This design comes from an exercise in tuning for small area on the open sky130 flow, not from production work. Function was checked by simulation only, so behaviour that the tests miss may differ from the original. Power figures rest on the tool's default switching activity, not on a simulated workload.

==> module wb_grf, before the edit <==
module wb_grf #(
  parameter int DW          = 32,
  parameter int NREG        = 32,
  parameter int PC_LINK_OFS = 8
) (
  input  logic          clk,
  input  logic          reset,
  input  logic [DW-1:0] wb_dm_data,
  input  logic [DW-1:0] wb_alu_out,
  input  logic [4:0]    wb_waddr,
  input  logic [DW-1:0] wb_pc,
  input  logic [1:0]    wb_mem_to_reg,
  input  logic [4:0]    rs_addr,
  input  logic [4:0]    rt_addr,
  output logic [DW-1:0] rs_data,
  output logic [DW-1:0] rt_data,
  output logic [DW-1:0] wb_wdata,
  output logic          wb_we
);
  logic [DW-1:0]   regs [1:NREG-1];
  logic [DW-1:0]   regs_d [1:NREG-1];
  logic [NREG-1:1] valid;
  always_comb begin
    case (wb_mem_to_reg)
      2'd0:    wb_wdata = wb_alu_out;
      2'd1:    wb_wdata = wb_dm_data;
      2'd2:    wb_wdata = wb_pc + DW'(PC_LINK_OFS);
      default: wb_wdata = '0;
    endcase
    wb_we = (wb_waddr != 5'd0);
  end
  logic [NREG-1:1] wsel, wsel_n;
  always_comb begin
    for (int i = 1; i < NREG; i++) begin
      wsel[i]   = (wb_waddr == 5'(i));
      wsel_n[i] = (wb_waddr != 5'(i));
    end
  end
  logic            rs_byp, rt_byp;
  logic [NREG-1:1] rd_ok;
  logic [NREG-1:0] rs_sel, rt_sel;
  always_comb begin
    rs_byp = wb_we && (rs_addr == wb_waddr);
    rt_byp = wb_we && (rt_addr == wb_waddr);
    rs_sel[0] = rs_byp;
    rt_sel[0] = rt_byp;
    for (int i = 1; i < NREG; i++) begin
      rd_ok[i]  = valid[i] && wsel_n[i];
      rs_sel[i] = (rs_addr == 5'(i)) && rd_ok[i];
      rt_sel[i] = (rt_addr == 5'(i)) && rd_ok[i];
    end
  end
  for (genvar b = 0; b < DW; b++) begin : g_bit
    logic [NREG-1:0] col;
    assign col[0] = wb_wdata[b];
    for (genvar i = 1; i < NREG; i++) begin : g_reg
      assign col[i] = regs[i][b];
      wb_grf_hold u_hold (
        .q (regs[i][b]),
        .w (wb_wdata[b]),
        .s (wsel[i]),
        .sn(wsel_n[i]),
        .d (regs_d[i][b])
      );
    end
    wb_grf_rdbit u_rs (.d(col), .s(rs_sel), .y(rs_data[b]));
    wb_grf_rdbit u_rt (.d(col), .s(rt_sel), .y(rt_data[b]));
  end
  always_ff @(posedge clk or posedge reset) begin
    if (reset) begin
      valid <= '0;
    end else begin
      valid <= valid | wsel;
    end
  end
  always_ff @(posedge clk) begin
    for (int i = 1; i < NREG; i++) begin
      regs[i] <= regs_d[i];
    end
  end
endmodule
export LEC_CHECK = 0
export CAP_MARGIN = 0
export CELL_PAD_IN_SITES_DETAIL_PLACEMENT = 0
export CELL_PAD_IN_SITES_GLOBAL_PLACEMENT = 0
export CORE_MARGIN = 2
export CORE_UTILIZATION = 50
export CTS_BUF_LIST = sky130_fd_sc_hd__clkbuf_8
export CTS_CLUSTER_DIAMETER = 70
export CTS_CLUSTER_SIZE = 14
export PLACE_DENSITY = 0.6
export SLEW_MARGIN = 0
export SYNTH_HIERARCHICAL = 1
export SYNTH_MINIMUM_KEEP_SIZE = 0
export BUFFER_PORTS_ARGS = -buffer_cell sky130_fd_sc_hd__buf_1
export CTS_ARGS = -sink_clustering_enable -repair_clock_nets -dont_use_dummy_load -buf_list sky130_fd_sc_hd__clkbuf_8 -sink_clustering_size 14 -sink_clustering_max_diameter 70
create_clock -name core_clock -period 7.5 [get_ports {clk}]
standard.sh (not shown) runs the stock make flow with config.mk's settings and CLKGATE_MAP_FILE= SYNTH_SCRIPT=/design/flow/synth_recipe.tcl, a recipe that flattens the netlist after the stock synthesis.
==> flow/flow/run.sh <==
#!/bin/bash
# Own layout flow: the standard flow (standard synthesis unchanged), with
# two changes to how the layout is made:
#  - the port buffers are plain buf_1 cells instead of the resizer's default
#    pick (a clkdlybuf4s50_1 delay cell); every port still gets its buffer;
#  - clock tree synthesis without dummy loads, using clkbuf_8 leaf clusters.
set -euo pipefail
cat >> config.mk <<'EOF'
export BUFFER_PORTS_ARGS = -buffer_cell sky130_fd_sc_hd__buf_1
export CTS_ARGS = -sink_clustering_enable -repair_clock_nets -dont_use_dummy_load -buf_list sky130_fd_sc_hd__clkbuf_8 -sink_clustering_size 14 -sink_clustering_max_diameter 70
EOF
bash standard.sh > standard_flow.log 2>&1
Rerun with:
--- a/flow/design.v
+++ b/flow/design.v
@@ -39,4 +39,14 @@
   assign m = ~((a1 & a2) | (b1 & b2));
   assign z = ~(n8 & n9 & m);
+endmodule
+module wb_grf_rdsel (
+  input  logic [7:0]  hi,
+  input  logic [3:0]  lo,
+  input  logic [31:1] ok,
+  output logic [31:1] sel
+);
+  for (genvar i = 1; i < 32; i++) begin : g_sel
+    assign sel[i] = hi[i / 4] && lo[i % 4] && ok[i];
+  end
 endmodule
 module wb_grf_rdbit (
@@ -106,16 +116,30 @@
   logic            rs_byp, rt_byp;
   logic [NREG-1:1] rd_ok;
-  logic [NREG-1:0] rs_sel, rt_sel;
+  logic [7:0]      rs_hi, rt_hi;
+  logic [3:0]      rs_lo, rt_lo;
+  for (genvar k = 0; k < 8; k++) begin : g_hi
+    assign rs_hi[k] = (rs_addr[4:2] == 3'(k));
+    assign rt_hi[k] = (rt_addr[4:2] == 3'(k));
+  end
+  for (genvar j = 0; j < 4; j++) begin : g_lo
+    assign rs_lo[j] = (rs_addr[1:0] == 2'(j));
+    assign rt_lo[j] = (rt_addr[1:0] == 2'(j));
+  end
+  logic [NREG-1:0] rs_sel_lo, rt_sel_lo, rs_sel_hi, rt_sel_hi;
   always_comb begin
     rs_byp = wb_we && (rs_addr == wb_waddr);
     rt_byp = wb_we && (rt_addr == wb_waddr);
-    rs_sel[0] = rs_byp;
-    rt_sel[0] = rt_byp;
     for (int i = 1; i < NREG; i++) begin
-      rd_ok[i]  = valid[i] && wsel_n[i];
-      rs_sel[i] = (rs_addr == 5'(i)) && rd_ok[i];
-      rt_sel[i] = (rt_addr == 5'(i)) && rd_ok[i];
+      rd_ok[i] = valid[i] && wsel_n[i];
     end
   end
+  assign rs_sel_lo[0] = rs_byp;
+  assign rs_sel_hi[0] = rs_byp;
+  assign rt_sel_lo[0] = rt_byp;
+  assign rt_sel_hi[0] = rt_byp;
+  wb_grf_rdsel u_rs_lo (.hi(rs_hi), .lo(rs_lo), .ok(rd_ok), .sel(rs_sel_lo[NREG-1:1]));
+  wb_grf_rdsel u_rs_hi (.hi(rs_hi), .lo(rs_lo), .ok(rd_ok), .sel(rs_sel_hi[NREG-1:1]));
+  wb_grf_rdsel u_rt_lo (.hi(rt_hi), .lo(rt_lo), .ok(rd_ok), .sel(rt_sel_lo[NREG-1:1]));
+  wb_grf_rdsel u_rt_hi (.hi(rt_hi), .lo(rt_lo), .ok(rd_ok), .sel(rt_sel_hi[NREG-1:1]));
   for (genvar b = 0; b < DW; b++) begin : g_bit
     logic [NREG-1:0] col;
@@ -131,6 +155,14 @@
       );
     end
-    wb_grf_rdbit u_rs (.d(col), .s(rs_sel), .y(rs_data[b]));
-    wb_grf_rdbit u_rt (.d(col), .s(rt_sel), .y(rt_data[b]));
+    logic [NREG-1:0] rs_s, rt_s;
+    if (b < DW/2) begin : g_lo
+      assign rs_s = rs_sel_lo;
+      assign rt_s = rt_sel_lo;
+    end else begin : g_hi
+      assign rs_s = rs_sel_hi;
+      assign rt_s = rt_sel_hi;
+    end
+    wb_grf_rdbit u_rs (.d(col), .s(rs_s), .y(rs_data[b]));
+    wb_grf_rdbit u_rt (.d(col), .s(rt_s), .y(rt_data[b]));
   end
   always_ff @(posedge clk or posedge reset) begin
=>
- The changed run passed the timing, design-rule and antenna checks
- clock-buffer cell count is higher by 1
- worst hold slack got worse by 0.0037 ns
- routed wire length went down by 9.1%
- first-iteration DRC count falls by 10%
- worst setup slack gets worse by 0.049 ns
- non-clock buffer count goes down by 76
- utilization fell by 1.2 points
- clock power is about the same
- synthesized area goes up by 1.8%
- design area went down by 0.39%
- cell count is higher by 0.59%

[port drivers added, routing unchanged]
The results above use ideal ports. As a check the final layouts listed here were re-extracted and re-timed, cells and wires unchanged.
Step 1 sets driving cells, clkbuf_16 on the clock port and buf_2 on the other inputs (assumed; they add their load-dependent delay and slew).
Step 2 adds t to the input delays and takes it off the output delays; t is the mean of the earliest and latest rising clock arrival at the registers after step 1. Input paths then give back, and output paths get back, about the clock's delay inside the block.
Three values: ideal, step 1, step 2; two values: the first two.
run | t, ns | setup WS [ns] | latest minus earliest clock arrival (ns) | worst slew at a driven data input, ns | pins driven straight from the clock port
the first run | 0.799 | 0.793 / 0.766 / 0.766 | 0.067 / 0.068 | 0.10 | 1
the second run | 0.771 | 0.744 / 0.714 / 0.714 | 0.107 / 0.107 | 0.15 | 1
After both steps setup and hold are still met in every run listed. For the second run, which loses most, drivers alone change the setup slack by -0.030 ns; drivers and shift together by -0.030 ns.
